From an optimization exercise on the open Yosys and OpenROAD flow, aimed at small area, a short achievable clock period and few clock cycles per item; shortcuts taken in it are not production practice. Function was not checked in any run shown here: the RTL went through the layout flow alone.

==> flow/design.v, too long to show whole: its modules and the start of the top module <==
// module fmul_fa: 10 lines
// module fmul_ha: 9 lines
// module fmul_bsel: 10 lines
// module fmul_top: 1482 lines
module fmul_top (
  input  logic        clk,
  input  logic        rst_n,
  input  logic [31:0] op_a,
  input  logic [31:0] op_b,
  input  logic        start,
  input  logic        ready_in,
  output logic        valid_out,
  output logic        ready_out,
  output logic [31:0] result,
  output logic [3:0]  flags
);
  // ...
==> flow/run.sh <==
#!/bin/bash
# synth_recipe.tcl (not shown) runs the flow's synth.tcl, then flattens the netlist and writes it again
# the make line also repeats each setting of config.mk as NAME=value (left out here)
make -C /OpenROAD-flow-scripts/flow DESIGN_CONFIG=/design/flow/config.mk WORK_HOME=/design/flow/orfs CLKGATE_MAP_FILE= SYNTH_SCRIPT=/design/flow/synth_recipe.tcl finish
==> flow/config.mk <==
export PLATFORM = sky130hd
export DESIGN_NAME = fmul_top
export DESIGN_NICKNAME = fmul_top
export VERILOG_FILES = /design/flow/design.v
export SDC_FILE = /design/flow/constraint.sdc
export NUM_CORES = 4
export LEC_CHECK = 0
export ABC_CLOCK_PERIOD_IN_PS = 3500
export CAP_MARGIN = 20
export CORE_MARGIN = 2
export CORE_UTILIZATION = 40
export SETUP_SLACK_MARGIN = 4.4
export SLEW_MARGIN = 20
export SYNTH_HIERARCHICAL = 1
export SYNTH_MINIMUM_KEEP_SIZE = 0
export TNS_END_PERCENT = 0
==> flow/constraint.sdc <==
create_clock -name core_clock -period 8.0 [get_ports {clk}]
set_input_delay 1.6000 -clock core_clock [delete_from_list [all_inputs] [get_ports {clk}]]
set_output_delay 1.6000 -clock core_clock [all_outputs]
set_load 0.01 [all_outputs]
==> impl_metrics.yaml, run 1 <==
routing:
  met3WireLength_um: 5140
  highest_layer: "met5"
final_layout:
  drive_gt1_share_pct: 19.9
  flops_and_latches: 222
  nNetsFinal: 2635
  layout_common_cells: "xnor2_1, a22oi_2, fa_1, edfxtp_1, ha_1"
  fill_cells: 5361
  nClkBuffers: 29
worst_setup_path:
  reg2reg_depth: 27
  cp-start-kind: "flop"
cts:
  post_cts_buffers: 14
floorplan:
  placeableCoreArea_mm2: 0.0594
  initial_utilization_pct: 40.6
  io_pins: 106
synthesis:
  ys_ff_latch: 222
  synthCells: 1963
  synth_xor_area_share_pct: 15.1
sta:
  fmax_ghz: 0.171
grt:
  grt.overflow.total: 0
  grt.busiest_layer: "met2"
placement:
  gp_congestion: 0.888
status:
  outcome: "finished clean"
min_path:
  hold_class: "reg -> reg"
==> run 2: changes to the inputs <==
--- a/flow/design.v
+++ b/flow/design.v
@@ -5,16 +5,49 @@
   input  logic b,
   input  logic c,
   output logic s,
   output logic co
 );
   assign s  = a ^ b ^ c;
   assign co = (a & b) | (a & c) | (b & c);
 endmodule
+module fmul_bsel8 (
+  input  logic m1,
+  input  logic m2,
+  input  logic m3,
+  input  logic m4,
+  input  logic s1,
+  input  logic s2,
+  input  logic s3,
+  input  logic s4,
+  input  logic neg,
+  output logic p
+);
+  assign p = ((s1 & m1) | (s2 & m2) | (s3 & m3) | (s4 & m4)) ^ neg;
+endmodule
+module fmul_pg (
+  input  logic gh,
+  input  logic ph,
+  input  logic gl,
+  input  logic pl,
+  output logic g,
+  output logic p
+);
+  assign g = gh | (ph & gl);
+  assign p = ph & pl;
+endmodule
+module fmul_g (
+  input  logic gh,
+  input  logic ph,
+  input  logic gl,
+  output logic g
+);
+  assign g = gh | (ph & gl);
+endmodule
 module fmul_ha (
   input  logic a,
   input  logic b,
   output logic s,
   output logic co
 );
   assign s  = a ^ b;
   assign co = a & b;
@@ -1199,258 +1232,247 @@
   logic        st22, st23;
   assign cp  = s2_sa ^ s2_sb;
   assign cg  = s2_sa & s2_sb;
   assign cor = s2_sa | s2_sb;
   assign zd  = cp ^ {cor[46:0], 1'b0};
   assign st22 = |zd[21:0];
   assign st23 = |zd[22:0];
   logic pg1, pp_1;
-  assign pg1 = cg[21] | (cp[21] & cg[20]);
-  assign pp_1 = cp[21] & cp[20];
+  fmul_pg u_pg1 (.gh(cg[21]), .ph(cp[21]), .gl(cg[20]), .pl(cp[20]), .g(pg1), .p(pp_1));
   logic pg2, pp_2;
-  assign pg2 = pg1 | (pp_1 & cg[19]);
-  assign pp_2 = pp_1 & cp[19];
+  fmul_pg u_pg2 (.gh(pg1), .ph(pp_1), .gl(cg[19]), .pl(cp[19]), .g(pg2), .p(pp_2));
   logic pg3, pp_3;
-  assign pg3 = cg[18] | (cp[18] & cg[17]);
-  assign pp_3 = cp[18] & cp[17];
+  fmul_pg u_pg3 (.gh(cg[18]), .ph(cp[18]), .gl(cg[17]), .pl(cp[17]), .g(pg3), .p(pp_3));
   logic pg4, pp_4;
-  assign pg4 = pg3 | (pp_3 & cg[16]);
-  assign pp_4 = pp_3 & cp[16];
+  fmul_pg u_pg4 (.gh(pg3), .ph(pp_3), .gl(cg[16]), .pl(cp[16]), .g(pg4), .p(pp_4));
   logic pg5, pp_5;
-  assign pg5 = pg2 | (pp_2 & pg4);
-  assign pp_5 = pp_2 & pp_4;
+  fmul_pg u_pg5 (.gh(pg2), .ph(pp_2), .gl(pg4), .pl(pp_4), .g(pg5), .p(pp_5));
   logic pg6, pp_6;
-  assign pg6 = cg[15] | (cp[15] & cg[14]);
-  assign pp_6 = cp[15] & cp[14];
+  fmul_pg u_pg6 (.gh(cg[15]), .ph(cp[15]), .gl(cg[14]), .pl(cp[14]), .g(pg6), .p(pp_6));
   logic pg7, pp_7;
-  assign pg7 = pg6 | (pp_6 & cg[13]);
-  assign pp_7 = pp_6 & cp[13];
+  fmul_pg u_pg7 (.gh(pg6), .ph(pp_6), .gl(cg[13]), .pl(cp[13]), .g(pg7), .p(pp_7));
   logic pg8, pp_8;
-  assign pg8 = cg[12] | (cp[12] & cg[11]);
-  assign pp_8 = cp[12] & cp[11];
+  fmul_pg u_pg8 (.gh(cg[12]), .ph(cp[12]), .gl(cg[11]), .pl(cp[11]), .g(pg8), .p(pp_8));
   logic pg9, pp_9;
-  assign pg9 = pg7 | (pp_7 & pg8);
-  assign pp_9 = pp_7 & pp_8;
+  fmul_pg u_pg9 (.gh(pg7), .ph(pp_7), .gl(pg8), .pl(pp_8), .g(pg9), .p(pp_9));
   logic pg10, pp_10;
-  assign pg10 = pg5 | (pp_5 & pg9);
-  assign pp_10 = pp_5 & pp_9;
+  fmul_pg u_pg10 (.gh(pg5), .ph(pp_5), .gl(pg9), .pl(pp_9), .g(pg10), .p(pp_10));
   logic pg11, pp_11;
-  assign pg11 = cg[10] | (cp[10] & cg[9]);
-  assign pp_11 = cp[10] & cp[9];
+  fmul_pg u_pg11 (.gh(cg[10]), .ph(cp[10]), .gl(cg[9]), .pl(cp[9]), .g(pg11), .p(pp_11));
   logic pg12, pp_12;
-  assign pg12 = pg11 | (pp_11 & cg[8]);
-  assign pp_12 = pp_11 & cp[8];
+  fmul_pg u_pg12 (.gh(pg11), .ph(pp_11), .gl(cg[8]), .pl(cp[8]), .g(pg12), .p(pp_12));
   logic pg13, pp_13;
-  assign pg13 = cg[7] | (cp[7] & cg[6]);
-  assign pp_13 = cp[7] & cp[6];
+  fmul_pg u_pg13 (.gh(cg[7]), .ph(cp[7]), .gl(cg[6]), .pl(cp[6]), .g(pg13), .p(pp_13));
   logic pg14, pp_14;
-  assign pg14 = pg13 | (pp_13 & cg[5]);
-  assign pp_14 = pp_13 & cp[5];
+  fmul_pg u_pg14 (.gh(pg13), .ph(pp_13), .gl(cg[5]), .pl(cp[5]), .g(pg14), .p(pp_14));
   logic pg15, pp_15;
-  assign pg15 = pg12 | (pp_12 & pg14);
-  assign pp_15 = pp_12 & pp_14;
+  fmul_pg u_pg15 (.gh(pg12), .ph(pp_12), .gl(pg14), .pl(pp_14), .g(pg15), .p(pp_15));
   logic pg16, pp_16;
-  assign pg16 = cg[4] | (cp[4] & cg[3]);
-  assign pp_16 = cp[4] & cp[3];
+  fmul_pg u_pg16 (.gh(cg[4]), .ph(cp[4]), .gl(cg[3]), .pl(cp[3]), .g(pg16), .p(pp_16));
   logic pg17, pp_17;
-  assign pg17 = pg16 | (pp_16 & cg[2]);
-  assign pp_17 = pp_16 & cp[2];
+  fmul_pg u_pg17 (.gh(pg16), .ph(pp_16), .gl(cg[2]), .pl(cp[2]), .g(pg17), .p(pp_17));
   logic pg18, pp_18;
-  assign pg18 = cg[1] | (cp[1] & cg[0]);
-  assign pp_18 = cp[1] & cp[0];
+  fmul_pg u_pg18 (.gh(cg[1]), .ph(cp[1]), .gl(cg[0]), .pl(cp[0]), .g(pg18), .p(pp_18));
   logic pg19, pp_19;
-  assign pg19 = pg17 | (pp_17 & pg18);
-  assign pp_19 = pp_17 & pp_18;
+  fmul_pg u_pg19 (.gh(pg17), .ph(pp_17), .gl(pg18), .pl(pp_18), .g(pg19), .p(pp_19));
   logic pg20, pp_20;
-  assign pg20 = pg15 | (pp_15 & pg19);
-  assign pp_20 = pp_15 & pp_19;
+  fmul_pg u_pg20 (.gh(pg15), .ph(pp_15), .gl(pg19), .pl(pp_19), .g(pg20), .p(pp_20));
   logic pg21, pp_21;
-  assign pg21 = pg10 | (pp_10 & pg20);
-  assign pp_21 = pp_10 & pp_20;
-  logic pg22;
-  assign pg22 = cg[22] | (cp[22] & pg21);
+  fmul_pg u_pg21 (.gh(pg10), .ph(pp_10), .gl(pg20), .pl(pp_20), .g(pg21), .p(pp_21));
+  logic pg22, pp_22;
+  fmul_pg u_pg22 (.gh(cg[23]), .ph(cp[23]), .gl(cg[22]), .pl(cp[22]), .g(pg22), .p(pp_22));
   logic pg23, pp_23;
-  assign pg23 = cg[24] | (cp[24] & cg[23]);
-  assign pp_23 = cp[24] & cp[23];
+  fmul_pg u_pg23 (.gh(cg[25]), .ph(cp[25]), .gl(cg[24]), .pl(cp[24]), .g(pg23), .p(pp_23));
   logic pg24, pp_24;
-  assign pg24 = cg[26] | (cp[26] & cg[25]);
-  assign pp_24 = cp[26] & cp[25];
+  fmul_pg u_pg24 (.gh(cg[27]), .ph(cp[27]), .gl(cg[26]), .pl(cp[26]), .g(pg24), .p(pp_24));
   logic pg25, pp_25;
-  assign pg25 = cg[28] | (cp[28] & cg[27]);
-  assign pp_25 = cp[28] & cp[27];
+  fmul_pg u_pg25 (.gh(cg[29]), .ph(cp[29]), .gl(cg[28]), .pl(cp[28]), .g(pg25), .p(pp_25));
   logic pg26, pp_26;
-  assign pg26 = cg[30] | (cp[30] & cg[29]);
-  assign pp_26 = cp[30] & cp[29];
+  fmul_pg u_pg26 (.gh(cg[31]), .ph(cp[31]), .gl(cg[30]), .pl(cp[30]), .g(pg26), .p(pp_26));
   logic pg27, pp_27;
-  assign pg27 = cg[32] | (cp[32] & cg[31]);
-  assign pp_27 = cp[32] & cp[31];
+  fmul_pg u_pg27 (.gh(cg[33]), .ph(cp[33]), .gl(cg[32]), .pl(cp[32]), .g(pg27), .p(pp_27));
   logic pg28, pp_28;
-  assign pg28 = cg[34] | (cp[34] & cg[33]);
-  assign pp_28 = cp[34] & cp[33];
+  fmul_pg u_pg28 (.gh(cg[35]), .ph(cp[35]), .gl(cg[34]), .pl(cp[34]), .g(pg28), .p(pp_28));
   logic pg29, pp_29;
-  assign pg29 = cg[36] | (cp[36] & cg[35]);
-  assign pp_29 = cp[36] & cp[35];
+  fmul_pg u_pg29 (.gh(cg[37]), .ph(cp[37]), .gl(cg[36]), .pl(cp[36]), .g(pg29), .p(pp_29));
   logic pg30, pp_30;
-  assign pg30 = cg[38] | (cp[38] & cg[37]);
-  assign pp_30 = cp[38] & cp[37];
+  fmul_pg u_pg30 (.gh(cg[39]), .ph(cp[39]), .gl(cg[38]), .pl(cp[38]), .g(pg30), .p(pp_30));
   logic pg31, pp_31;
-  assign pg31 = cg[40] | (cp[40] & cg[39]);
-  assign pp_31 = cp[40] & cp[39];
+  fmul_pg u_pg31 (.gh(cg[41]), .ph(cp[41]), .gl(cg[40]), .pl(cp[40]), .g(pg31), .p(pp_31));
   logic pg32, pp_32;
-  assign pg32 = cg[42] | (cp[42] & cg[41]);
-  assign pp_32 = cp[42] & cp[41];
+  fmul_pg u_pg32 (.gh(cg[43]), .ph(cp[43]), .gl(cg[42]), .pl(cp[42]), .g(pg32), .p(pp_32));
   logic pg33, pp_33;
-  assign pg33 = cg[44] | (cp[44] & cg[43]);
-  assign pp_33 = cp[44] & cp[43];
+  fmul_pg u_pg33 (.gh(cg[45]), .ph(cp[45]), .gl(cg[44]), .pl(cp[44]), .g(pg33), .p(pp_33));
   logic pg34, pp_34;
-  assign pg34 = cg[46] | (cp[46] & cg[45]);
-  assign pp_34 = cp[46] & cp[45];
-  logic pg35;
-  assign pg35 = cg[23] | (cp[23] & pg22);
-  logic pg36;
-  assign pg36 = pg23 | (pp_23 & pg22);
+  fmul_pg u_pg34 (.gh(cg[47]), .ph(cp[47]), .gl(cg[46]), .pl(cp[46]), .g(pg34), .p(pp_34));
+  logic pg35, pp_35;
+  fmul_pg u_pg35 (.gh(cg[24]), .ph(cp[24]), .gl(pg22), .pl(pp_22), .g(pg35), .p(pp_35));
+  logic pg36, pp_36;
+  fmul_pg u_pg36 (.gh(pg23), .ph(pp_23), .gl(pg22), .pl(pp_22), .g(pg36), .p(pp_36));
   logic pg37, pp_37;
-  assign pg37 = cg[27] | (cp[27] & pg24);
-  assign pp_37 = cp[27] & pp_24;
+  fmul_pg u_pg37 (.gh(cg[28]), .ph(cp[28]), .gl(pg24), .pl(pp_24), .g(pg37), .p(pp_37));
   logic pg38, pp_38;
-  assign pg38 = pg25 | (pp_25 & pg24);
-  assign pp_38 = pp_25 & pp_24;
+  fmul_pg u_pg38 (.gh(pg25), .ph(pp_25), .gl(pg24), .pl(pp_24), .g(pg38), .p(pp_38));
   logic pg39, pp_39;
-  assign pg39 = cg[31] | (cp[31] & pg26);
-  assign pp_39 = cp[31] & pp_26;
+  fmul_pg u_pg39 (.gh(cg[32]), .ph(cp[32]), .gl(pg26), .pl(pp_26), .g(pg39), .p(pp_39));
   logic pg40, pp_40;
-  assign pg40 = pg27 | (pp_27 & pg26);
-  assign pp_40 = pp_27 & pp_26;
+  fmul_pg u_pg40 (.gh(pg27), .ph(pp_27), .gl(pg26), .pl(pp_26), .g(pg40), .p(pp_40));
   logic pg41, pp_41;
-  assign pg41 = cg[35] | (cp[35] & pg28);
-  assign pp_41 = cp[35] & pp_28;
+  fmul_pg u_pg41 (.gh(cg[36]), .ph(cp[36]), .gl(pg28), .pl(pp_28), .g(pg41), .p(pp_41));
   logic pg42, pp_42;
-  assign pg42 = pg29 | (pp_29 & pg28);
-  assign pp_42 = pp_29 & pp_28;
+  fmul_pg u_pg42 (.gh(pg29), .ph(pp_29), .gl(pg28), .pl(pp_28), .g(pg42), .p(pp_42));
   logic pg43, pp_43;
-  assign pg43 = cg[39] | (cp[39] & pg30);
-  assign pp_43 = cp[39] & pp_30;
+  fmul_pg u_pg43 (.gh(cg[40]), .ph(cp[40]), .gl(pg30), .pl(pp_30), .g(pg43), .p(pp_43));
   logic pg44, pp_44;
-  assign pg44 = pg31 | (pp_31 & pg30);
-  assign pp_44 = pp_31 & pp_30;
+  fmul_pg u_pg44 (.gh(pg31), .ph(pp_31), .gl(pg30), .pl(pp_30), .g(pg44), .p(pp_44));
   logic pg45, pp_45;
-  assign pg45 = cg[43] | (cp[43] & pg32);
-  assign pp_45 = cp[43] & pp_32;
+  fmul_pg u_pg45 (.gh(cg[44]), .ph(cp[44]), .gl(pg32), .pl(pp_32), .g(pg45), .p(pp_45));
   logic pg46, pp_46;
-  assign pg46 = pg33 | (pp_33 & pg32);
-  assign pp_46 = pp_33 & pp_32;
+  fmul_pg u_pg46 (.gh(pg33), .ph(pp_33), .gl(pg32), .pl(pp_32), .g(pg46), .p(pp_46));
   logic pg47, pp_47;
-  assign pg47 = cg[47] | (cp[47] & pg34);
-  assign pp_47 = cp[47] & pp_34;
-  logic pg48;
-  assign pg48 = cg[25] | (cp[25] & pg36);
-  logic pg49;
-  assign pg49 = pg24 | (pp_24 & pg36);
-  logic pg50;
-  assign pg50 = pg37 | (pp_37 & pg36);
-  logic pg51;
-  assign pg51 = pg38 | (pp_38 & pg36);
+  fmul_pg u_pg47 (.gh(cg[26]), .ph(cp[26]), .gl(pg36), .pl(pp_36), .g(pg47), .p(pp_47));
+  logic pg48, pp_48;
+  fmul_pg u_pg48 (.gh(pg24), .ph(pp_24), .gl(pg36), .pl(pp_36), .g(pg48), .p(pp_48));
+  logic pg49, pp_49;
+  fmul_pg u_pg49 (.gh(pg37), .ph(pp_37), .gl(pg36), .pl(pp_36), .g(pg49), .p(pp_49));
+  logic pg50, pp_50;
+  fmul_pg u_pg50 (.gh(pg38), .ph(pp_38), .gl(pg36), .pl(pp_36), .g(pg50), .p(pp_50));
+  logic pg51, pp_51;
+  fmul_pg u_pg51 (.gh(cg[34]), .ph(cp[34]), .gl(pg40), .pl(pp_40), .g(pg51), .p(pp_51));
   logic pg52, pp_52;
-  assign pg52 = cg[33] | (cp[33] & pg40);
-  assign pp_52 = cp[33] & pp_40;
+  fmul_pg u_pg52 (.gh(pg28), .ph(pp_28), .gl(pg40), .pl(pp_40), .g(pg52), .p(pp_52));
   logic pg53, pp_53;
-  assign pg53 = pg28 | (pp_28 & pg40);
-  assign pp_53 = pp_28 & pp_40;
+  fmul_pg u_pg53 (.gh(pg41), .ph(pp_41), .gl(pg40), .pl(pp_40), .g(pg53), .p(pp_53));
   logic pg54, pp_54;
-  assign pg54 = pg41 | (pp_41 & pg40);
-  assign pp_54 = pp_41 & pp_40;
+  fmul_pg u_pg54 (.gh(pg42), .ph(pp_42), .gl(pg40), .pl(pp_40), .g(pg54), .p(pp_54));
   logic pg55, pp_55;
-  assign pg55 = pg42 | (pp_42 & pg40);
-  assign pp_55 = pp_42 & pp_40;
+  fmul_pg u_pg55 (.gh(cg[42]), .ph(cp[42]), .gl(pg44), .pl(pp_44), .g(pg55), .p(pp_55));
   logic pg56, pp_56;
-  assign pg56 = cg[41] | (cp[41] & pg44);
-  assign pp_56 = cp[41] & pp_44;
+  fmul_pg u_pg56 (.gh(pg32), .ph(pp_32), .gl(pg44), .pl(pp_44), .g(pg56), .p(pp_56));
   logic pg57, pp_57;
-  assign pg57 = pg32 | (pp_32 & pg44);
-  assign pp_57 = pp_32 & pp_44;
+  fmul_pg u_pg57 (.gh(pg45), .ph(pp_45), .gl(pg44), .pl(pp_44), .g(pg57), .p(pp_57));
   logic pg58, pp_58;
-  assign pg58 = pg45 | (pp_45 & pg44);
-  assign pp_58 = pp_45 & pp_44;
+  fmul_pg u_pg58 (.gh(pg46), .ph(pp_46), .gl(pg44), .pl(pp_44), .g(pg58), .p(pp_58));
   logic pg59, pp_59;
-  assign pg59 = pg46 | (pp_46 & pg44);
-  assign pp_59 = pp_46 & pp_44;
-  logic pg60;
-  assign pg60 = cg[29] | (cp[29] & pg51);
-  logic pg61;
-  assign pg61 = pg26 | (pp_26 & pg51);
-  logic pg62;
-  assign pg62 = pg39 | (pp_39 & pg51);
-  logic pg63;
-  assign pg63 = pg40 | (pp_40 & pg51);
-  logic pg64;
-  assign pg64 = pg52 | (pp_52 & pg51);
-  logic pg65;
-  assign pg65 = pg53 | (pp_53 & pg51);
-  logic pg66;
-  assign pg66 = pg54 | (pp_54 & pg51);
-  logic pg67;
-  assign pg67 = pg55 | (pp_55 & pg51);
+  fmul_pg u_pg59 (.gh(cg[30]), .ph(cp[30]), .gl(pg50), .pl(pp_50), .g(pg59), .p(pp_59));
+  logic pg60, pp_60;
+  fmul_pg u_pg60 (.gh(pg26), .ph(pp_26), .gl(pg50), .pl(pp_50), .g(pg60), .p(pp_60));
+  logic pg61, pp_61;
+  fmul_pg u_pg61 (.gh(pg39), .ph(pp_39), .gl(pg50), .pl(pp_50), .g(pg61), .p(pp_61));
+  logic pg62, pp_62;
+  fmul_pg u_pg62 (.gh(pg40), .ph(pp_40), .gl(pg50), .pl(pp_50), .g(pg62), .p(pp_62));
+  logic pg63, pp_63;
+  fmul_pg u_pg63 (.gh(pg51), .ph(pp_51), .gl(pg50), .pl(pp_50), .g(pg63), .p(pp_63));
+  logic pg64, pp_64;
+  fmul_pg u_pg64 (.gh(pg52), .ph(pp_52), .gl(pg50), .pl(pp_50), .g(pg64), .p(pp_64));
+  logic pg65, pp_65;
+  fmul_pg u_pg65 (.gh(pg53), .ph(pp_53), .gl(pg50), .pl(pp_50), .g(pg65), .p(pp_65));
+  logic pg66, pp_66;
+  fmul_pg u_pg66 (.gh(pg54), .ph(pp_54), .gl(pg50), .pl(pp_50), .g(pg66), .p(pp_66));
+  logic pg67, pp_67;
+  fmul_pg u_pg67 (.gh(cg[46]), .ph(cp[46]), .gl(pg58), .pl(pp_58), .g(pg67), .p(pp_67));
   logic pg68, pp_68;
-  assign pg68 = cg[45] | (cp[45] & pg59);
-  assign pp_68 = cp[45] & pp_59;
+  fmul_pg u_pg68 (.gh(pg34), .ph(pp_34), .gl(pg58), .pl(pp_58), .g(pg68), .p(pp_68));
   logic pg69, pp_69;
-  assign pg69 = pg34 | (pp_34 & pg59);
-  assign pp_69 = pp_34 & pp_59;
+  fmul_pg u_pg69 (.gh(cg[38]), .ph(cp[38]), .gl(pg66), .pl(pp_66), .g(pg69), .p(pp_69));
   logic pg70, pp_70;
-  assign pg70 = pg47 | (pp_47 & pg59);
-  assign pp_70 = pp_47 & pp_59;
-  logic pg71;
-  assign pg71 = cg[37] | (cp[37] & pg67);
-  logic pg72;
-  assign pg72 = pg30 | (pp_30 & pg67);
-  logic pg73;
-  assign pg73 = pg43 | (pp_43 & pg67);
-  logic pg74;
-  assign pg74 = pg44 | (pp_44 & pg67);
-  logic pg75;
-  assign pg75 = pg56 | (pp_56 & pg67);
-  logic pg76;
-  assign pg76 = pg57 | (pp_57 & pg67);
-  logic pg77;
-  assign pg77 = pg58 | (pp_58 & pg67);
-  logic pg78;
-  assign pg78 = pg59 | (pp_59 & pg67);
+  fmul_pg u_pg70 (.gh(pg30), .ph(pp_30), .gl(pg66), .pl(pp_66), .g(pg70), .p(pp_70));
+  logic pg71, pp_71;
+  fmul_pg u_pg71 (.gh(pg43), .ph(pp_43), .gl(pg66), .pl(pp_66), .g(pg71), .p(pp_71));
+  logic pg72, pp_72;
+  fmul_pg u_pg72 (.gh(pg44), .ph(pp_44), .gl(pg66), .pl(pp_66), .g(pg72), .p(pp_72));
+  logic pg73, pp_73;
+  fmul_pg u_pg73 (.gh(pg55), .ph(pp_55), .gl(pg66), .pl(pp_66), .g(pg73), .p(pp_73));
+  logic pg74, pp_74;
+  fmul_pg u_pg74 (.gh(pg56), .ph(pp_56), .gl(pg66), .pl(pp_66), .g(pg74), .p(pp_74));
+  logic pg75, pp_75;
+  fmul_pg u_pg75 (.gh(pg57), .ph(pp_57), .gl(pg66), .pl(pp_66), .g(pg75), .p(pp_75));
+  logic pg76, pp_76;
+  fmul_pg u_pg76 (.gh(pg58), .ph(pp_58), .gl(pg66), .pl(pp_66), .g(pg76), .p(pp_76));
+  logic pg77, pp_77;
+  fmul_pg u_pg77 (.gh(pg67), .ph(pp_67), .gl(pg66), .pl(pp_66), .g(pg77), .p(pp_77));
+  logic pg78, pp_78;
+  fmul_pg u_pg78 (.gh(pg68), .ph(pp_68), .gl(pg66), .pl(pp_66), .g(pg78), .p(pp_78));
   logic pg79;
-  assign pg79 = pg68 | (pp_68 & pg67);
+  fmul_g u_pg79 (.gh(cg[22]), .ph(cp[22]), .gl(pg21), .g(pg79));
   logic pg80;
-  assign pg80 = pg69 | (pp_69 & pg67);
+  fmul_g u_pg80 (.gh(pg22), .ph(pp_22), .gl(pg21), .g(pg80));
   logic pg81;
-  assign pg81 = pg70 | (pp_70 & pg67);
+  fmul_g u_pg81 (.gh(pg35), .ph(pp_35), .gl(pg21), .g(pg81));
+  logic pg82;
+  fmul_g u_pg82 (.gh(pg36), .ph(pp_36), .gl(pg21), .g(pg82));
+  logic pg83;
+  fmul_g u_pg83 (.gh(pg47), .ph(pp_47), .gl(pg21), .g(pg83));
+  logic pg84;
+  fmul_g u_pg84 (.gh(pg48), .ph(pp_48), .gl(pg21), .g(pg84));
+  logic pg85;
+  fmul_g u_pg85 (.gh(pg49), .ph(pp_49), .gl(pg21), .g(pg85));
+  logic pg86;
+  fmul_g u_pg86 (.gh(pg50), .ph(pp_50), .gl(pg21), .g(pg86));
+  logic pg87;
+  fmul_g u_pg87 (.gh(pg59), .ph(pp_59), .gl(pg21), .g(pg87));
+  logic pg88;
+  fmul_g u_pg88 (.gh(pg60), .ph(pp_60), .gl(pg21), .g(pg88));
+  logic pg89;
+  fmul_g u_pg89 (.gh(pg61), .ph(pp_61), .gl(pg21), .g(pg89));
+  logic pg90;
+  fmul_g u_pg90 (.gh(pg62), .ph(pp_62), .gl(pg21), .g(pg90));
+  logic pg91;
+  fmul_g u_pg91 (.gh(pg63), .ph(pp_63), .gl(pg21), .g(pg91));
+  logic pg92;
+  fmul_g u_pg92 (.gh(pg64), .ph(pp_64), .gl(pg21), .g(pg92));
+  logic pg93;
+  fmul_g u_pg93 (.gh(pg65), .ph(pp_65), .gl(pg21), .g(pg93));
+  logic pg94;
+  fmul_g u_pg94 (.gh(pg66), .ph(pp_66), .gl(pg21), .g(pg94));
+  logic pg95;
+  fmul_g u_pg95 (.gh(pg69), .ph(pp_69), .gl(pg21), .g(pg95));
+  logic pg96;
+  fmul_g u_pg96 (.gh(pg70), .ph(pp_70), .gl(pg21), .g(pg96));
+  logic pg97;
+  fmul_g u_pg97 (.gh(pg71), .ph(pp_71), .gl(pg21), .g(pg97));
+  logic pg98;
+  fmul_g u_pg98 (.gh(pg72), .ph(pp_72), .gl(pg21), .g(pg98));
+  logic pg99;
+  fmul_g u_pg99 (.gh(pg73), .ph(pp_73), .gl(pg21), .g(pg99));
+  logic pg100;
+  fmul_g u_pg100 (.gh(pg74), .ph(pp_74), .gl(pg21), .g(pg100));
+  logic pg101;
+  fmul_g u_pg101 (.gh(pg75), .ph(pp_75), .gl(pg21), .g(pg101));
+  logic pg102;
+  fmul_g u_pg102 (.gh(pg76), .ph(pp_76), .gl(pg21), .g(pg102));
+  logic pg103;
+  fmul_g u_pg103 (.gh(pg77), .ph(pp_77), .gl(pg21), .g(pg103));
   assign prod[22] = cp[22] ^ pg21;
-  assign prod[23] = cp[23] ^ pg22;
-  assign prod[24] = cp[24] ^ pg35;
-  assign prod[25] = cp[25] ^ pg36;
-  assign prod[26] = cp[26] ^ pg48;
-  assign prod[27] = cp[27] ^ pg49;
-  assign prod[28] = cp[28] ^ pg50;
-  assign prod[29] = cp[29] ^ pg51;
-  assign prod[30] = cp[30] ^ pg60;
-  assign prod[31] = cp[31] ^ pg61;
-  assign prod[32] = cp[32] ^ pg62;
-  assign prod[33] = cp[33] ^ pg63;
-  assign prod[34] = cp[34] ^ pg64;
-  assign prod[35] = cp[35] ^ pg65;
-  assign prod[36] = cp[36] ^ pg66;
-  assign prod[37] = cp[37] ^ pg67;
-  assign prod[38] = cp[38] ^ pg71;
-  assign prod[39] = cp[39] ^ pg72;
-  assign prod[40] = cp[40] ^ pg73;
-  assign prod[41] = cp[41] ^ pg74;
-  assign prod[42] = cp[42] ^ pg75;
-  assign prod[43] = cp[43] ^ pg76;
-  assign prod[44] = cp[44] ^ pg77;
-  assign prod[45] = cp[45] ^ pg78;
-  assign prod[46] = cp[46] ^ pg79;
-  assign prod[47] = cp[47] ^ pg80;
+  assign prod[23] = cp[23] ^ pg79;
+  assign prod[24] = cp[24] ^ pg80;
+  assign prod[25] = cp[25] ^ pg81;
+  assign prod[26] = cp[26] ^ pg82;
+  assign prod[27] = cp[27] ^ pg83;
+  assign prod[28] = cp[28] ^ pg84;
+  assign prod[29] = cp[29] ^ pg85;
+  assign prod[30] = cp[30] ^ pg86;
+  assign prod[31] = cp[31] ^ pg87;
+  assign prod[32] = cp[32] ^ pg88;
+  assign prod[33] = cp[33] ^ pg89;
+  assign prod[34] = cp[34] ^ pg90;
+  assign prod[35] = cp[35] ^ pg91;
+  assign prod[36] = cp[36] ^ pg92;
+  assign prod[37] = cp[37] ^ pg93;
+  assign prod[38] = cp[38] ^ pg94;
+  assign prod[39] = cp[39] ^ pg95;
+  assign prod[40] = cp[40] ^ pg96;
+  assign prod[41] = cp[41] ^ pg97;
+  assign prod[42] = cp[42] ^ pg98;
+  assign prod[43] = cp[43] ^ pg99;
+  assign prod[44] = cp[44] ^ pg100;
+  assign prod[45] = cp[45] ^ pg101;
+  assign prod[46] = cp[46] ^ pg102;
+  assign prod[47] = cp[47] ^ pg103;
   assign prod[21:0] = 22'd0;    
   assign p47  = prod[47];
   assign k1   = prod[47:24];
   assign g1   = prod[23];
   assign t1   = st23;
   assign k0   = prod[46:23];
   assign g0   = prod[22];
   assign t0   = st22;
@@ -1471,36 +1493,48 @@
   assign uf0  = e0[9] | (e0 == 10'd0);
   assign uf1  = e1[9] | (e1 == 10'd0);
   assign uf2  = e2[9] | (e2 == 10'd0);
   assign inc2 = p47 & c1;
   assign inc1 = p47 ? ~c1 : c0;
   assign of   = inc2 ? of2 : inc1 ? of1 : of0;
   assign uf   = inc2 ? uf2 : inc1 ? uf1 : uf0;
   assign ee   = inc2 ? e2[7:0] : inc1 ? e1[7:0] : e0[7:0];
-  logic        h_sign, h_spec, h_inf, h_nan, h_of, h_uf, h_nx;
+  logic        h_sign, h_spec, h_inf, h_nan, h_nx;
+  logic        h_inc1, h_inc2, h_of0, h_of1, h_of2, h_uf0, h_uf1, h_uf2;
+  logic [7:0]  h_e0;
+  logic        h_of, h_uf;
   logic [7:0]  h_ee;
   logic [22:0] h_mant;
   always_ff @(posedge clk or negedge rst_n) begin
     if (!rst_n) vh <= 1'b0;
     else if (adv) vh <= v2;
   end
   always_ff @(posedge clk) begin
     if (adv) begin
       h_sign <= b2_sign;
       h_spec <= b2_spec;
       h_inf  <= b2_inf;
       h_nan  <= b2_nan;
-      h_of   <= of;
-      h_uf   <= uf;
+      h_inc1 <= inc1;
+      h_inc2 <= inc2;
+      h_of0  <= of0;
+      h_of1  <= of1;
+      h_of2  <= of2;
+      h_uf0  <= uf0;
+      h_uf1  <= uf1;
+      h_uf2  <= uf2;
       h_nx   <= nx;
-      h_ee   <= ee;
+      h_e0   <= e0[7:0];
       h_mant <= mant;
     end
   end
+  assign h_of = h_inc2 ? h_of2 : h_inc1 ? h_of1 : h_of0;
+  assign h_uf = h_inc2 ? h_uf2 : h_inc1 ? h_uf1 : h_uf0;
+  assign h_ee = h_e0 + {6'd0, h_inc2, h_inc1};
   always_comb begin
     if (h_spec) begin
       result = {h_sign, {8{h_inf}}, h_nan, 22'd0};
       flags  = {h_nan, 3'b000};
     end else if (h_of) begin
       result = {h_sign, 8'hFF, 23'd0};
       flags  = 4'b0101;
     end else if (h_uf) begin
==> run 2 against run 1 <==
Net effect: still clean on timing, DRC and antenna; clock skew is 14 ps higher; sequential cell count grew 6; clock-buffer cell count unchanged; highest routed layer is now met4.
==> impl_metrics.yaml, run 2 <==
sta:
  relSlewSlack_pct: 36.4
  finalMaxSlewViolations: 0
  fmax_ghz: 0.241
  rsz0062_at_grt: "true"
  finalSetupViolCount: 0
  timing_hold_violations_final: 0
  skew_ps: 29.4
  min_period_ps: 4140
  hold_ws_ps: 418
  post-route-period-util_pct: 51.8
  worst_pin_slew_ps: 955
  fin_setup_tns_ps: 0
grt:
  antenna_found_initial: 1
  grt_pass1_vias: 18000
  grt.overflow.total: 0
  grt_pass1_wl_um: 105000
  grt_max_degree: 79
  grt_usage_pct: 21.7
routing:
  drc: 0
  wl_um: 68000
  viasPerCell: 5.62
  vias: 16900
  wl_per_cell_um: 22.6
  first_pass_iters: 7
  final_antenna_net_count: 0
  first_iter_violations: 1224
cts:
  clockBufferDepth: 3
  clk_latency_ps: 580
  clk_pin_slew_ps: 60
  htree_num_levels: 1
  ctsHoldBuffers: 0
  tritoncts: "yes"
  cts_sinks: 228
  cts-root-buf: "clkbuf_16"
  cts_buffers: 27
placement:
  gp_congestion: 0.851
  port_buffers: 105
  dp_hpwl_um: 43600
final_layout:
  largest_register_ffs: 48
  layout_common_cells: "xnor2_1, a22oi_2, fa_1, edfxtp_1, ha_1"
  final_common_cell: "xnor2_1"
  regMostFlops: "b2_r0"
  nNetsFinal: 2663
  syn_to_final_growth_pct: 17.0
  drive_gt1_share_pct: 21.7
  fill_cells: 5414
  reg_top3: "b2_r0 x48, b2_r1 x47"
min_path:
  hold_class: "reg -> reg"
synthesis:
  yosys_warnings: 7
  synthCells: 1965
  syn_area_mm2: 0.0243
  syn_avg_cell_area_um2: 12.4
floorplan:
  placeableCoreArea_mm2: 0.0602
  fp.dieH_um: 250
  initial_utilization_pct: 40.3
  io_pins: 106
  die_w_um: 250
  rows: 90
  die_area_mm2: 0.0627
run:
  maxCapViolCount: 0
worst_setup_path:
  worstPathArrival_ps: 4480
  cp-start-kind: "flop"
  crit_fanout: 7
  critPathKind: "reg -> reg"
  cp-end-kind: "flop"
  cp_data_required_time_ps: 8330
status:
  outcome: "finished clean"
## run 2: final cells by class
| cell class | instances | area (um^2) | area share, % |
|---|---|---|---|
| well taps | 782 | 978 | 3.44 |
| clock buffers | 29 | 683 | 2.40 |
| flip-flops and latches | 228 | 6830 | 24.0 |
| clock inverters | 18 | 186 | 0.656 |
| inverters | 115 | 432 | 1.52 |
| diodes | 1 | 2.50 | 0.00880 |
| repair buffers | 206 | 1840 | 6.46 |
| multi-input cells | 1632 | 17500 | 61.5 |
## run 2: metal layers
metal / wire [um] / GRT usage (%) / up-vias / share of wire, %
li1: - / - / 7584 / -
met1: 29800 / 29.4 / 8550 / 44
met2: 31300 / 35.4 / 641 / 46
met3: 5020 / 4.16 / 144 / 7.4
met4: 1880 / 6.52 / 0 / 2.8
met5: 0 / 0 / - / 0
## run 2: worst max-delay path: stages, from the launching register on
cell	delay, ps
edfxtp_1	400
inv_2	90
ha_4	210
and2_1	170
a21o_1	170
a21o_1	170
a21o_4	200
a21o_4	240
a21o_1	220
xnor2_4	150
or3_4	400
or4_4	570
or2_4	270
or2_4	260
o31a_1	240
o21a_1	160
## run 2: timing repair
item	in CTS	in global routing
setup buffers	30	4
endpoints found under the setup margin	181	182
endpoints found under the hold margin	0	0
resized for setup	122	12
pin swaps	20	2
cloned	4	0
## run 2: worst paths after layout
check,cells after the start,startpoint,end,slack (ps)
worst min-delay path,0,b1_esum[3],b2_esum[3],420
worst max register to register,15,b2_r0[4],h_mant[16],3860
max in group asynchronous,1,rst_n,v1,6650
worst min register to register,0,b1_esum[3],b2_esum[3],420
min in group asynchronous,1,rst_n,v2,1210
worst max-delay path,15,b2_r0[4],h_mant[16],3860
## run 2: stage by stage
stage                     utilization (%)  setup WS [ps]  instance area [um^2]  cells
final                                47.2           3860                 28400   3011
after global routing                 47.2           3720                 28400   3010
after CTS                            47.0           3870                 28300   3006
after detailed placement             44.6           3150                 26900   2925
after global placement               44.6           3180                 26900   2925
after floorplan                         -           3170                 24400   1987

-- port drivers added, routing unchanged --
In the flow no input, the clock included, has a driving cell. The finished layouts below were timed again as built, in two steps.
Step 1: set_driving_cell puts a clkbuf_16 on clk and a buf_2 on each other input, an assumption about the parent block.
Step 2 adds t to the input delays and takes it off the output delays; t is the mean of the earliest and latest rising clock arrival at the registers after step 1. Input paths then give back, and output paths get back, about the clock's delay inside the block.
Three values: no drivers, after step 1, after step 2; two values: the first two.
run | t (ns) | setup WS [ns] | hold WS [ns] | slew at the worst register clock pin (ns) | pins driven straight from the clock port
run 1 | 0.611 | 2.151 / 2.151 / 2.151 | 0.411 / 0.411 / 0.411 | 0.06 / 0.06 | 1
run 2 | 0.623 | 3.855 / 3.811 / 3.436 | 0.418 / 0.418 / 0.418 | 0.06 / 0.06 | 1
After both steps every run listed still meets setup and hold. For run 2, which loses most, drivers alone change the setup slack by -0.044 ns; drivers and shift together by -0.419 ns.
